This design comes from an exercise in tuning for small area, a short achievable clock period and few clock cycles per item on the open sky130 flow, not from production work.
Function was not checked in any run shown here: the RTL went through the layout flow alone.

## flow/design.v (module list and top-level ports; edited modules follow where they fit)
// module mdct_resonator_bank: 132 lines
// module mrb_lane: 67 lines
// module mrb_fa: 10 lines
// module mrb_ha: 9 lines
// module mrb_csa: 1365 lines
module mdct_resonator_bank #(
    parameter int DW   = 32,
    parameter int CW   = 16,
    parameter int FRAC = 14,
    parameter int NCH  = 4,
    parameter int SAT  = 1,
    parameter int LW   = 16,
    localparam int CHW = (NCH > 1) ? $clog2(NCH) : 1
) (
    input  logic              clk_in,
    input  logic              rst_sys,
    input  logic              start,
    input  logic              abort,
    input  logic [LW-1:0]     frame_len,
    input  logic [NCH*CW-1:0] coef,
    input  logic [DW-1:0]     init_s1,
    input  logic [DW-1:0]     init_s2,
    input  logic              s_valid,
    output logic              s_ready,
    input  logic [DW-1:0]     s_data,
    output logic              m_valid,
    input  logic              m_ready,
    output logic [DW-1:0]     m_data,
    output logic [CHW-1:0]    m_chan,
    output logic              m_last,
    output logic              busy,
    output logic              done
);
  // ...
==> flow/flow/run.sh <==
#!/bin/bash
set -euo pipefail
source flow/params.sh
bash standard.sh SETUP_SLACK_MARGIN=$MARGIN "BUFFER_PORTS_ARGS=-buffer_cell $PORTBUF" finish > standard.log 2>&1
==> flow/flow/params.sh <==
MARGIN=9.4
PORTBUF=sky130_fd_sc_hd__buf_2
==> flow/standard.sh <==
#!/bin/bash
# synth_recipe.tcl (not shown) runs the flow's synth.tcl, then flattens the netlist and writes it again
# the make line also repeats each setting of config.mk as NAME=value (left out here)
make -C /OpenROAD-flow-scripts/flow DESIGN_CONFIG=/design/flow/config.mk WORK_HOME=/design/flow/orfs CLKGATE_MAP_FILE= SYNTH_SCRIPT=/design/flow/synth_recipe.tcl "${@:-finish}"
==> flow/config.mk <==
export PLATFORM = sky130hd
export DESIGN_NAME = mdct_resonator_bank
export DESIGN_NICKNAME = mdct_resonator_bank
export VERILOG_FILES = /design/flow/design.v
export SDC_FILE = /design/flow/constraint.sdc
export NUM_CORES = 4
export LEC_CHECK = 0
export ABC_CLOCK_PERIOD_IN_PS = 4000
export CAP_MARGIN = 20
export CORE_MARGIN = 2
export CORE_UTILIZATION = 60
export SLEW_MARGIN = 20
==> flow/constraint.sdc <==
create_clock -name core_clock -period 13.0 [get_ports {clk_in}]
set_input_delay 2.6000 -clock core_clock [delete_from_list [all_inputs] [get_ports {clk_in}]]
set_output_delay 2.6000 -clock core_clock [all_outputs]
set_load 0.01 [all_outputs]
==> results.yml, run 1 <==
layout:
  clk_share_pct: 3.324
  regArea_mm2: 0.01361
  num-nonclk-buffers: 510
worst_setup_path:
  timing.rr.end: "m_data[6]"
  crit_path_max_incr_delay_ps: 570
  worst-path-buf-inv: 3
  crit_slowest_cell: "fa_1"
yosys:
  synthTopCellsByArea: "edfxtp_1, fa_1, a22oi_1, xor2_1, xnor2_1"
  synth_flop_cell: "edfxtp_1"
  synth.largest_area_cell: "edfxtp_1"
  synth_top_area_share_pct: 27.73
  synthCells: 4313
placed_design:
  hpwl_um: 98190
  io_buffers: 220
  place_area_mm2: 0.04652
global_routing:
  grt_max_degree: 129
  antenna_found_initial: 0
outcome:
  status: "timing/DRC/antenna clean"
sta:
  fin_crit_ps: 4099
  whs_ps: 521.3
  hold_viol_final: 0
  setup_violations: 0
worst_hold_path:
  hp-start: "u_l0.d1[29]"
  whs_endpoint: "u_l0.d2[29]"
flow_run:
  drv_cap: 0
drt:
  maxUsedRoutingLayer: "met5"
  drt-vias-per-instance: 6.390
  drtIter0Drc: 4342
  route.met2.wl_um: 65660
floorplanning:
  n_tap_cell: 959
  rows: 99
==> run 2: changes to the inputs <==
==> flow/flow/run.sh (replaced) <==
#!/bin/bash
# Own layout flow: the standard flow (standard.sh) with two changes.
# 1. After the standard synthesis (unchanged), fapol.py removes the inverters
#    that adder extraction left between full-adder cells, by choosing which
#    full adders compute on complemented signals (a full adder is self-dual).
#    Registers and ports are untouched; the logic function is the same.
# 2. repair_timing is asked for a larger setup margin, so that the layout is
#    timed tighter than the 13 ns constraint demands, and the ports get plain
#    buffers. The SDC is not changed.
set -euo pipefail
source flow/params.sh
R=$PWD/orfs/results/sky130hd/mdct_resonator_bank/base
bash standard.sh synth > synth.log 2>&1
cp $R/1_2_yosys.v $R/1_2_yosys.std.v
python3 flow/fapol.py $R/1_2_yosys.std.v $R/1_2_yosys.fapol.v > fapol.log 2>&1
cp $R/1_2_yosys.fapol.v $R/1_2_yosys.v
rm -f $R/1_synth.odb $R/1_synth.sdc
bash standard.sh SETUP_SLACK_MARGIN=$MARGIN "BUFFER_PORTS_ARGS=-buffer_cell $PORTBUF" finish > standard.log 2>&1
==> flow/flow/fapol.py (new file) <==
#!/usr/bin/env python3
"""Inverter clean-up around full adders in a flat gate-level netlist.

Yosys's adder extraction leaves inverters between full-adder cells (a full
adder is extracted with inverted inputs or outputs depending on how the
preceding mapping happened to build it). A full adder is self-dual:
FA(~a, ~b, ~c) = (~s, ~co), so each full adder may instead compute on
complemented inputs and deliver complemented outputs. This script chooses,
by local search, which full adders to complement so that as few signals as
possible need an inverter, then rewires the netlist: each signal gets at
most one inverter, XOR/XNOR loads absorb a polarity change by swapping
XOR2 <-> XNOR2, and the old inverters are removed. Registers, ports and all
other cells are left as they are; the logic function is unchanged.

usage: fapol.py in.v out.v
"""
import re
import sys

OUTPINS = {"X", "Y", "Q", "Q_N", "SUM", "COUT", "HI", "LO"}
INV_RE = re.compile(r"^sky130_fd_sc_hd__(inv|clkinv)_\d+$")
FA_RE = re.compile(r"^sky130_fd_sc_hd__fa_\d+$")
XOR_SWAP = {}
for n in ("1", "2", "4"):
    XOR_SWAP["sky130_fd_sc_hd__xor2_" + n] = "sky130_fd_sc_hd__xnor2_" + n
    XOR_SWAP["sky130_fd_sc_hd__xnor2_" + n] = "sky130_fd_sc_hd__xor2_" + n

src = open(sys.argv[1]).read()
blk_re = re.compile(r"^  (sky130_fd_sc_hd__\w+) (\S+)(\s+)\(\n(.*?)\n  \);\n", re.M | re.S)
pin_re = re.compile(r"^    \.(\w+)\((.*)\),?$", re.M)

insts = []
for m in blk_re.finditer(src):
    pins = pin_re.findall(m.group(4))
    insts.append({"type": m.group(1), "name": m.group(2) + m.group(3), "pins": [list(p) for p in pins],
                  "span": (m.start(), m.end())})

ncells = len(re.findall(r"^  sky130_fd_sc_hd__\w+ ", src, re.M))
assert ncells == len(insts), (ncells, len(insts))

def key(net):
    return net.strip()

driver = {}
loads = {}
for i, ins in enumerate(insts):
    for k, (p, n) in enumerate(ins["pins"]):
        n = key(n)
        if p in OUTPINS:
            driver[n] = (i, k)
        else:
            loads.setdefault(n, []).append((i, k))

# nets that are module ports: never re-polarised, and never stripped
hdr = src[:insts[0]["span"][0]] if insts else src
portnames = set()
for m in re.finditer(r"^\s*(input|output|inout)\s+(\[\d+:\d+\]\s+)?(\S+);", hdr, re.M):
    portnames.add(m.group(3))

def is_port(n):
    return n.split("[")[0] in portnames

def is_inv(i):
    return INV_RE.match(insts[i]["type"]) is not None

def root_of(n):
    par = 0
    seen = 0
    while n in driver and is_inv(driver[n][0]) and seen < 16:
        i, _ = driver[n]
        a = [key(x) for p, x in insts[i]["pins"] if p == "A"][0]
        n = a
        par ^= 1
        seen += 1
    return n, par

# consumers of each root: (inst, pinidx, parity, kind)  kind: fa / xor / fixed
cons = {}
frozen = set()
inv_insts = set()
for i, ins in enumerate(insts):
    if is_inv(i):
        inv_insts.add(i)
        continue
    for k, (p, n) in enumerate(ins["pins"]):
        if p in OUTPINS:
            continue
        n = key(n)
        r, par = root_of(n)
        if FA_RE.match(ins["type"]) and p in ("A", "B", "CIN"):
            kind = "fa"
        elif ins["type"] in XOR_SWAP and p in ("A", "B"):
            kind = "xor"
        else:
            kind = "fixed"
        cons.setdefault(r, []).append((i, k, par, kind))
# inverter outputs that are ports are fixed consumers we cannot rewire: freeze
for i in inv_insts:
    y = [key(x) for p, x in insts[i]["pins"] if p == "Y"][0]
    if is_port(y):
        r, _ = root_of(y)
        frozen.add(r)

fa_list = [i for i, ins in enumerate(insts) if FA_RE.match(ins["type"])]
flip = {i: 0 for i in fa_list}
root_fa = {}   # root net -> fa driving it
for i in fa_list:
    for p, n in insts[i]["pins"]:
        if p in ("SUM", "COUT"):
            root_fa[key(n)] = i

def q(r):
    i = root_fa.get(r)
    return flip[i] if i is not None else 0

def cost(r):
    if r not in cons:
        return 0
    qr = q(r)
    for (i, k, par, kind) in cons[r]:
        if kind == "xor":
            continue
        need = par ^ (flip[i] if kind == "fa" else 0)
        if need != qr:
            return 1
    return 0

def touched(f):
    rs = set()
    for p, n in insts[f]["pins"]:
        n = key(n)
        if p in ("SUM", "COUT"):
            rs.add(n)
        elif p in ("A", "B", "CIN"):
            rs.add(root_of(n)[0])
    return rs

def can_flip(f):
    for p, n in insts[f]["pins"]:
        if p in ("SUM", "COUT") and (key(n) in frozen or is_port(key(n))):
            return False
        if p in ("A", "B", "CIN") and root_of(key(n))[0] in frozen:
            return False
    return True

touch = {f: touched(f) for f in fa_list}
before = sum(cost(r) for r in cons)
for it in range(50):
    changed = 0
    for f in fa_list:
        if not can_flip(f):
            continue
        rs = touch[f]
        c0 = sum(cost(r) for r in rs)
        flip[f] ^= 1
        c1 = sum(cost(r) for r in rs)
        if c1 < c0:
            changed += 1
        else:
            flip[f] ^= 1
    if not changed:
        break
after = sum(cost(r) for r in cons)

# rewrite
newinv = {}
extra = []
wires = []
def inv_net(r, rnet_text):
    if r not in newinv:
        k = len(newinv)
        nn = "fapol_n%d" % k
        newinv[r] = nn
        wires.append("  wire %s;\n" % nn)
        extra.append("  sky130_fd_sc_hd__inv_1 fapol_i%d (\n    .A(%s),\n    .Y(%s)\n  );\n" % (k, rnet_text, nn))
    return newinv[r]

# original text of each root net (keep escaped-name spacing)
rtext = {}
for i, ins in enumerate(insts):
    for p, n in ins["pins"]:
        rtext.setdefault(key(n), n)

xor_mis = {}
for r, lst in cons.items():
    if r in frozen:
        continue
    qr = q(r)
    for (i, k, par, kind) in lst:
        p = insts[i]["pins"][k][0]
        if kind == "xor":
            if par != qr:
                xor_mis[i] = xor_mis.get(i, 0) ^ 1
            insts[i]["pins"][k][1] = rtext[r]
            continue
        need = par ^ (flip[i] if kind == "fa" else 0)
        if need == qr:
            insts[i]["pins"][k][1] = rtext[r]
        else:
            insts[i]["pins"][k][1] = inv_net(r, rtext[r])
for i, m in xor_mis.items():
    if m:
        t = insts[i]["type"]
        insts[i]["type"] = XOR_SWAP[t]
        # xor2 drives X, xnor2 drives Y
        for pn in insts[i]["pins"]:
            if pn[0] in ("X", "Y"):
                pn[0] = "Y" if "xnor2" in XOR_SWAP[t] else "X"

# old inverters: drop those whose output no longer has a load
used = set()
for i, ins in enumerate(insts):
    if i in inv_insts:
        continue
    for p, n in ins["pins"]:
        if p not in OUTPINS:
            used.add(key(n))
changed_inv = True
drop = set()
while changed_inv:
    changed_inv = False
    used2 = set(used)
    for i in inv_insts - drop:
        a = [key(x) for p, x in insts[i]["pins"] if p == "A"][0]
        used2.add(a)
    for i in inv_insts - drop:
        y = [key(x) for p, x in insts[i]["pins"] if p == "Y"][0]
        if y not in used2 and not is_port(y):
            drop.add(i)
            changed_inv = True

out = []
pos = 0
for i, ins in enumerate(insts):
    s, e = ins["span"]
    out.append(src[pos:s])
    pos = e
    if i in drop:
        continue
    body = ",\n".join("    .%s(%s)" % (p, n) for p, n in ins["pins"])
    out.append("  %s %s(\n%s\n  );\n" % (ins["type"], ins["name"], body))
tail = src[pos:]
j = tail.rindex("endmodule")
out.append(tail[:j] + "".join(extra) + tail[j:])
text = "".join(out)
# declare new wires right after the module header
h = text.index(");\n") + 3
text = text[:h] + "".join(wires) + text[h:]
open(sys.argv[2], "w").write(text)
sys.stderr.write("fapol: %d full adders, %d flipped, signals needing an inverter %d -> %d, "
                 "inverters removed %d, added %d\n"
                 % (len(fa_list), sum(flip.values()), before, after, len(drop), len(newinv)))
==> flow/flow/params.sh (replaced) <==
MARGIN=9.0
PORTBUF=sky130_fd_sc_hd__buf_2
--- a/flow/config.mk
+++ b/flow/config.mk
@@ -5,7 +5,6 @@
 export SDC_FILE = /design/flow/constraint.sdc
 export NUM_CORES = 4
 export LEC_CHECK = 0
-export ABC_CLOCK_PERIOD_IN_PS = 4000
 export CAP_MARGIN = 20
 export CORE_MARGIN = 2
 export CORE_UTILIZATION = 60
==> run 2 against run 1 <==
Against the previous run:
- via count down 4.4%
- highest routed layer unchanged
- synthesized cell count decreased by 3.5%
- non-clock buffer count down 107
- wire length is 6.0% lower
- largest cell class unchanged
==> results.yml, run 2 <==
outcome:
  status: "timing/DRC/antenna clean"
worst_hold_path:
  hp-class: "flop to flop"
sta:
  fmax_mhz: 241.2
  setup_tns_ps: 0
  relSlewSlack_pct: 25.96
  whs_ps: 519.6
  hold_viol_final: 0
  rsz0062_at_grt: "true"
  setup_violations: 0
  fin_worst_skew_ps: 35.32
  finalWorstSetupSlack_ps: 8855
  drv_slew: 0
  max_slew.worst_pin.slew_ps: 1111
  fin_crit_ps: 4145
  finalCritPeriodShare_pct: 31.89
placed_design:
  hpwl_um: 95430
  place.gp.congestion: 0.9614
  placed_cells: 5059
  io_buffers: 220
  place_area_mm2: 0.04569
  place_ws_ps: 7978
yosys:
  postSynthAreaPerCell_um2: 10.58
  ys_warn_count: 2
  netlist_area_mm2: 0.04406
  synthCells: 4164
  synth_fp_nets: 5029
clock_network:
  cts_tree: "yes"
  hold_buffers: 0
  clk_latency_ps: 640
  numCtsBuffers: 56
  cts_root_buf: "clkbuf_16"
  cts_max_level: 2
  clkTransAtPathRegs_ps: 60
  cts.sinks: 470
  clk_path_buf_depth: 3
global_routing:
  grt_max_degree: 129
  grt_usage_pct: 36.21
  grt-ovfl-total: 0
  grt_pass1_vias: 33440
  grt_pass1_wl_um: 204900
  antenna_found_initial: 5
drt:
  wl_met3_um: 16360
  route.met2.wl_um: 62740
  maxUsedRoutingLayer: "met5"
  ant_nets: 0
  drtIter0Drc: 4132
  drtPass1Iterations: 6
  wl_per_cell_um: 26.16
  drcViolationCount: 0
  drt_wl_total_um: 137800
  met1_length_um: 54240
  num_vias: 33730
  drt-vias-per-instance: 6.403
worst_setup_path:
  required_ps: 13350
  path_cells: "fa_1, ha_2, fa_2, inv_2, nor2b_4, o31ai_4, a31o_4, a2111oi_4, o41ai_4, a21oi_2, o31a_4, nor2_4, clkbuf_16, a221oi_2"
  rrSetupSlack_ps: 8850
  crit_slowest_cell: "fa_1"
  reg2reg_depth: 14
  cp.arrival_ps: 4500
  crit_path_end: "m_data[8]"
  r2r-start: "x_reg[0]"
  crit_path_max_incr_delay_ps: 500
  crit_type: "flop to flop"
  startpoint_type: "flop"
  crit_fanout: 5
  cp-end-kind: "flop"
  timing.rr.end: "m_data[8]"
  cp-startpoint: "x_reg[0]"
layout:
  drive_gt1_share_pct: 15.28
  layout_common_cells: "fa_1, a22oi_1, nand2_1, edfxtp_1, xor2_1"
  nets: 5126
  final_common_cell: "fa_1"
  regArea_mm2: 0.01360
  design_area_mm2: 0.04939
  fill_cells: 5674
  layout.cells.non_filler: 5268
  area_growth_pct: 12.09
  post-route-util_pct: 67.81
  multiInputGateArea_mm2: 0.02877
floorplanning:
  coreArea_mm2: 0.07283
  die-width_um: 275.0
  rows: 99
  pin_count: 221
  dieArea_mm2: 0.07561
  start_util_pct: 60.49
  die_h_um: 275.0
flow_run:
  drv_cap: 0
[run 2: area by class of cell]
class,instances,share of cell area (%)
clock buffer,65,2.926
antenna,2,0.01013
timing repair buffer,403,5.695
clock inverter,39,0.7068
tap,959,2.430
multi-input combinational,3010,58.26
sequential,470,27.53
inverter,320,2.447
[run 2: worst min-delay path by stage]
| stage | start | endpoint | depth (start not counted) | slack [ps] |
|---|---|---|---|---|
| 6_report | u_l0.d1[31] | u_l0.d2[31] | 2 | 520 |
| 5_1_grt | u_l0.d1[22] | u_l0.d2[22] | 2 | 550 |
| 4_1_cts | u_l0.d1[1] | u_l0.d2[1] | 2 | 520 |
| 3_5_place_dp | u_l0.d1[21] | u_l0.d2[21] | 2 | 500 |
| 3_3_place_gp | u_l0.d1[4] | u_l0.d2[4] | 2 | 490 |
| 2_1_floorplan | u_l0.d1[0] | u_l0.d2[0] | 2 | 490 |
[run 2: routing by layer]
layer,vias to the layer above,global-route usage (%)
li1,14630,-
met1,16940,51.02
met2,1892,55.97
met3,257,8.606
met4,10,10.88
met5,-,0
[run 2: critical path, delay by kind of cell, from the launching register on]
| family | cells | cell delay, ps |
|---|---|---|
| AOI/OAI and AO/OA | 7 | 1650 |
| adders and majority gates | 3 | 1100 |
| DFF | 1 | 470 |
| buffers and inverters | 2 | 330 |
| and+or+nand+nor | 2 | 320 |
[run 2: repair_timing]
item | 4_1_cts | 5_1_grt
resized for setup | 60 | 138
setup buffers | 48 | 41
setup endpoints to repair | 96 | 313
pin swaps | 21 | 42
gates cloned | 8 | 6

[afterwards: timing with drivers on the ports]
The results above use ideal ports. As a check the final layouts listed here were re-extracted and re-timed, cells and wires unchanged. Step 1 assumes that a clkbuf_16 drives the clock port and a buf_2 every other input. Step 2 times the ports against the registers' clock, not the clock port: input delays grow and output delays shrink by t, the midpoint of the rising clock arrivals with the driver on. Slacks: no drivers / after step 1 / after step 2; pairs: no drivers / after step 1.
run | shift t [ns] | setup WS [ns] | worst data-port slew with drivers (ns)
run 1 | 0.703 | 8.901 / 8.901 / 8.606 | 0.05
run 2 | 0.690 | 8.855 / 8.855 / 8.420 | 0.08
After both steps every run listed still meets setup and hold. For run 2, which loses most, drivers alone change the setup slack by 0.000 ns; drivers and shift together by -0.435 ns.
